Context: an optimization exercise on an open-source flow, tuned for small area. The choices shown serve that exercise and are no tape-out recipe. Only simulation tests tie the RTL to the original design; equivalence was not proved. The clock input has no modelled driver; a real chip could not lean on it and would need a root buffer or a full tree. Power figures rest on the tool's default switching activity, not on a simulated workload.

==> inputs of branch garnet <==
## walk_sound_top
module walk_sound_top (
    input  logic                                      clk,
    input  logic                                      rst_n,
    input  logic                                      reg_wr,
    input  logic [1:0]                                reg_addr,
    input  logic [15:0]                               reg_wdata,
    output logic [15:0]                               reg_rdata,
    output logic                                      sample_valid,
    output logic signed [walk_snd_pkg::sample_w-1:0] sample_out
);
==> flow/config.mk <==
export PLATFORM = sky130hd
export DESIGN_NAME = walk_sound_top
export DESIGN_NICKNAME = walk_sound_top
export VERILOG_FILES = /design/flow/design.v
export SDC_FILE = /design/flow/constraint.sdc
export NUM_CORES = 4
export LEC_CHECK = 0
export CAP_MARGIN = 20
export CORE_MARGIN = 2
export CORE_UTILIZATION = 40
export SLEW_MARGIN = 20
export SYNTH_HIERARCHICAL = 1
export SYNTH_MINIMUM_KEEP_SIZE = 0
==> flow/constraint.sdc <==
create_clock -name core_clock -period 14.0 [get_ports {clk}]
set_input_delay 2.8000 -clock core_clock [delete_from_list [all_inputs] [get_ports {clk}]]
set_output_delay 2.8000 -clock core_clock [all_outputs]
set_load 0.01 [all_outputs]
standard.sh (not shown) runs the stock make flow with config.mk's settings and CLKGATE_MAP_FILE= SYNTH_SCRIPT=/design/flow/synth_recipe.tcl, a recipe that flattens the netlist after the stock synthesis.
==> flow/flow/run.sh <==
#!/bin/bash
# The standard layout (the standard.sh, with its synthesis unchanged), with two
# changes: the port buffers are the smallest buffer cell, and the clock tree is a
# small balanced one built by flow/cts_tree.tcl (one root and 2^levels leaf buffers).
set -euo pipefail
export BUFFER_PORTS_ARGS="-buffer_cell sky130_fd_sc_hd__buf_1"
export PRE_CTS_TCL="$PWD/flow/cts_tree.tcl"
export MY_CTS_BUF=sky130_fd_sc_hd__clkbuf_16
export MY_CTS_ROOT=sky130_fd_sc_hd__clkbuf_8
export MY_CTS_LEVELS=2
bash standard.sh > standard.log 2>&1
==> flow/flow/cts_tree.tcl <==
# A small clock tree in place of TritonCTS: the clock port drives one root
# buffer, which drives one leaf buffer per group of registers; the groups are
# formed by splitting the registers by position (median cuts). Sourced by
# ORFS's cts.tcl as PRE_CTS_TCL; clock_tree_synthesis is then skipped.
set block [ord::get_db_block]
set buf_master [[ord::get_db] findMaster $::env(MY_CTS_BUF)]
set root_master [[ord::get_db] findMaster $::env(MY_CTS_ROOT)]
set clk_net [$block findNet clk]
set sinks {}
foreach it [$clk_net getITerms] {
  if { [$it isInputSignal] || [[$it getMTerm] getSigType] == "CLOCK" || [$it isInput] } {
    lappend sinks $it
  }
}
puts "my_cts: [llength $sinks] sinks"

proc it_xy { it } {
  set inst [$it getInst]
  set b [$inst getBBox]
  return [list [expr ([$b xMin] + [$b xMax]) / 2] [expr ([$b yMin] + [$b yMax]) / 2]]
}

# recursive median split into 2^levels groups
proc split_groups { items levels } {
  if { $levels == 0 || [llength $items] < 2 } { return [list $items] }
  set xs {}; set ys {}
  foreach it $items { lassign [it_xy $it] x y; lappend xs $x; lappend ys $y }
  set dx [expr [tcl::mathfunc::max {*}$xs] - [tcl::mathfunc::min {*}$xs]]
  set dy [expr [tcl::mathfunc::max {*}$ys] - [tcl::mathfunc::min {*}$ys]]
  set idx [expr { $dx >= $dy ? 0 : 1 }]
  set sorted [lsort -command [list cmp_xy $idx] $items]
  set h [expr [llength $sorted] / 2]
  return [concat [split_groups [lrange $sorted 0 [expr $h - 1]] [expr $levels - 1]] \
                 [split_groups [lrange $sorted $h end] [expr $levels - 1]]]
}
proc cmp_xy { idx a b } {
  set va [lindex [it_xy $a] $idx]; set vb [lindex [it_xy $b] $idx]
  if { $va < $vb } { return -1 } elseif { $va > $vb } { return 1 } else { return 0 }
}

set groups [split_groups $sinks $::env(MY_CTS_LEVELS)]
set root [odb::dbInst_create $block $root_master "myclk_root"]
set root_out [odb::dbNet_create $block "myclk_root_net"]
$root_out setSigType CLOCK
# root input on the clock port net, output to the leaves
foreach mt [$root_master getMTerms] {
  set it [$root findITerm [$mt getName]]
  if { [$mt getSigType] == "POWER" || [$mt getSigType] == "GROUND" } { continue }
  if { [$mt getIoType] == "INPUT" } { $it connect $clk_net } elseif { [$mt getIoType] == "OUTPUT" } { $it connect $root_out }
}
set n 0
set lx 0; set ly 0
foreach g $groups {
  set sx 0; set sy 0
  foreach it $g { lassign [it_xy $it] x y; set sx [expr $sx + $x]; set sy [expr $sy + $y] }
  set cx [expr $sx / [llength $g]]; set cy [expr $sy / [llength $g]]
  set leaf [odb::dbInst_create $block $buf_master "myclk_leaf_$n"]
  set net [odb::dbNet_create $block "myclk_leaf_net_$n"]
  $net setSigType CLOCK
  foreach mt [$buf_master getMTerms] {
    set it [$leaf findITerm [$mt getName]]
    if { [$mt getIoType] == "INPUT" && [$mt getSigType] != "POWER" && [$mt getSigType] != "GROUND" } { $it connect $root_out }
    if { [$mt getIoType] == "OUTPUT" } { $it connect $net }
  }
  foreach it $g { $it disconnect; $it connect $net }
  $leaf setLocation [expr int($cx)] [expr int($cy)]
  $leaf setPlacementStatus PLACED
  set lx [expr $lx + $cx]; set ly [expr $ly + $cy]
  puts "my_cts: leaf $n drives [llength $g] sinks at $cx $cy"
  incr n
}
$root setLocation [expr int($lx / $n)] [expr int($ly / $n)]
$root setPlacementStatus PLACED
$clk_net setSigType CLOCK

# clock_tree_synthesis would rebuild the tree: skip it
rename clock_tree_synthesis orig_clock_tree_synthesis
proc clock_tree_synthesis { args } {
  puts "my_cts: clock_tree_synthesis skipped"
  set_propagated_clock [all_clocks]
}
==> branch cedar (differences from branch garnet) <==
--- a/flow/flow/run.sh
+++ b/flow/flow/run.sh
@@ -5,7 +5,7 @@
 set -euo pipefail
 export BUFFER_PORTS_ARGS="-buffer_cell sky130_fd_sc_hd__buf_1"
 export PRE_CTS_TCL="$PWD/flow/cts_tree.tcl"
-export MY_CTS_BUF=sky130_fd_sc_hd__clkbuf_16
+export MY_CTS_BUF=sky130_fd_sc_hd__clkbuf_8
 export MY_CTS_ROOT=sky130_fd_sc_hd__clkbuf_8
-export MY_CTS_LEVELS=2
+export MY_CTS_LEVELS=3
 bash standard.sh > standard.log 2>&1
--- a/flow/config.mk
+++ b/flow/config.mk
@@ -7,7 +7,7 @@
 export LEC_CHECK = 0
 export CAP_MARGIN = 20
 export CORE_MARGIN = 2
-export CORE_UTILIZATION = 40
+export CORE_UTILIZATION = 50
 export SLEW_MARGIN = 20
 export SYNTH_HIERARCHICAL = 1
 export SYNTH_MINIMUM_KEEP_SIZE = 0
==> comparison table <==
| quantity | branch garnet | branch cedar |
|---|---|---|
| Total power after layout | 0.00271 W | 0.00274 W |
| Final critical-path required period | 13.61 ns | 13.54 ns |
| Run status | timing/DRC/antenna clean | timing/DRC/antenna clean |
| Global-route wire length before repair | 47300 um | 47600 um |
| Power per unit of standard cell area | 184 mW/mm^2 | 187 mW/mm^2 |
| Area of the die | 0.0363 mm^2 | 0.0292 mm^2 |
| Met2 wirelength from detailed routing | 13800 um | 13400 um |
| Leakage power | 6.20 nW | 6.22 nW |
| Number of instances in the placed design | 1835 | 1759 |
| Pre-CTS setup slack | -0.141 ns | -0.127 ns |
| Final worst-path cycle share | 97.2% | 96.7% |
| Post-route setup slack | 0.389 ns | 0.464 ns |
| Area overhead of the layout relative to synthesis | 5.73% | 5.11% |
| Filler cell count in the final layout | 3362 | 2525 |
| Core ar. | 0.0344 mm^2 | 0.0276 mm^2 |
| Finished Cell Area | 0.0147 mm^2 | 0.0146 mm^2 |
| Post-Route WL | 27100 um | 27100 um |
| First-iteration detailed-routing DRC count | 470 | 463 |
No run of this note takes its clock network from TritonCTS; it comes from the design's own scripts or RTL.


==> inputs of trial 75 <==
Another version of the RTL of walk_sound_top (not shown whole).
==> flow/design.v (excerpt) <==
module walk_sound_top (
    input  logic                                      clk,
    input  logic                                      rst_n,
    input  logic                                      reg_wr,
    input  logic [1:0]                                reg_addr,
    input  logic [15:0]                               reg_wdata,
    output logic [15:0]                               reg_rdata,
    output logic                                      sample_valid,
    output logic signed [walk_snd_pkg::sample_w-1:0] sample_out
);
Settings: LEC_CHECK=0, CAP_MARGIN=20, CORE_MARGIN=2, CORE_UTILIZATION=40, SLEW_MARGIN=20, SYNTH_HIERARCHICAL=1, SYNTH_MINIMUM_KEEP_SIZE=0; clock period 14.0 ns.
==> flow/flow/run.sh <==
#!/bin/bash
# The standard layout (the standard.sh, with its synthesis unchanged), with two
# changes: the port buffers are the smallest buffer cell, and the clock tree is a
# small balanced one built by flow/cts_tree.tcl (one root and 2^levels leaf buffers).
set -euo pipefail
export BUFFER_PORTS_ARGS="-buffer_cell sky130_fd_sc_hd__buf_1"
export PRE_CTS_TCL="$PWD/flow/cts_tree.tcl"
export MY_CTS_BUF=sky130_fd_sc_hd__clkbuf_8
export MY_CTS_ROOT=sky130_fd_sc_hd__clkbuf_8
export MY_CTS_LEVELS=3
bash standard.sh > standard.log 2>&1
Scripts as last shown in full above: flow/flow/cts_tree.tcl
==> inputs of trial 23, as changes to trial 75 <==
==> flow/flow/run.sh (replaced) <==
#!/bin/bash
# The standard layout (the standard.sh, with its synthesis unchanged), with two
# changes: the port buffers are the smallest buffer cell, and the clock tree is built
# with clkbuf_8 cells in large sink clusters and without dummy loads.
set -euo pipefail
export BUFFER_PORTS_ARGS="-buffer_cell sky130_fd_sc_hd__buf_1"
export CTS_ARGS="-sink_clustering_enable -repair_clock_nets -dont_use_dummy_load -buf_list sky130_fd_sc_hd__clkbuf_8 -sink_clustering_size 100 -sink_clustering_max_diameter 500"
bash standard.sh > standard.log 2>&1
removed: flow/flow/cts_tree.tcl
==> results.yml <==
outcome:
  status: "complete, no violations"
power:
  p_leak_nw: 6.51
  clockPowerShare_pct: 8.1
  powerSeq_uw: 491
setup_path:
  cp.required_ns: 14.32
  rrSetupSlack_ns: 0.44
grt:
  grt_first_pass_wirelength_um: 48000
  grt_pass1_vias: 9884
  track_usage_pct: 16.2
timing:
  slew_headroom_pct: 29.4
  fin_ws_ns: 0.441
  skew_ns: 0.0316
cells_and_area:
  multi_input_area_share_pct: 72.5
the above is filed under trial 23

==> results.yml <==
outcome:
  status: "complete, no violations"
grt:
  grt_busiest_layer: "met2"
  track_usage_pct: 15.6
  grt_pass1_vias: 9831
setup_path:
  rrSetupSlack_ns: 0.47
timing:
  skew_ns: 0.0197
  slew_headroom_pct: 29.9
  fin_ws_ns: 0.474
  timing.fmax_mhz: 73.9
power:
  top_power_group: "combinational logic"
  powerSeq_uw: 490
  p_leak_nw: 6.44
cells_and_area:
  multi_input_area_um2: 10900
detailed_routing:
  wirelength_um: 27300
the above is filed under trial 75

In trial 75 the design's own scripts or RTL, not TritonCTS, make the clock network.

## separate check: timing with driven ports
How much do the figures lean on ideal ports? The routed layouts below were timed once more, with nothing changed but the port constraints.
Step 1: set_driving_cell puts a clkbuf_16 on clk and a buf_2 on each other input, an assumption about the parent block.
Step 2 also shifts input and output timing later by t, the mid clock arrival at the registers, as if the neighbouring blocks saw the same clock.
Slacks: ideal / step 1 / step 2; pairs: ideal / step 1.
run	shift t [ns]	slack for setup (ns)	slew at the worst register clock pin (ns)	cell pins on the clock port's net
branch garnet	0.418	0.389 / 0.389 / 0.389	0.12 / 0.12	1
branch cedar	0.463	0.464 / 0.464 / 0.464	0.11 / 0.11	1
trial 75	0.450	0.474 / 0.474 / 0.474	0.11 / 0.11	1
trial 23	0.470	0.441 / 0.441 / 0.441	0.08 / 0.08	1
After both steps every run listed still meets setup and hold.
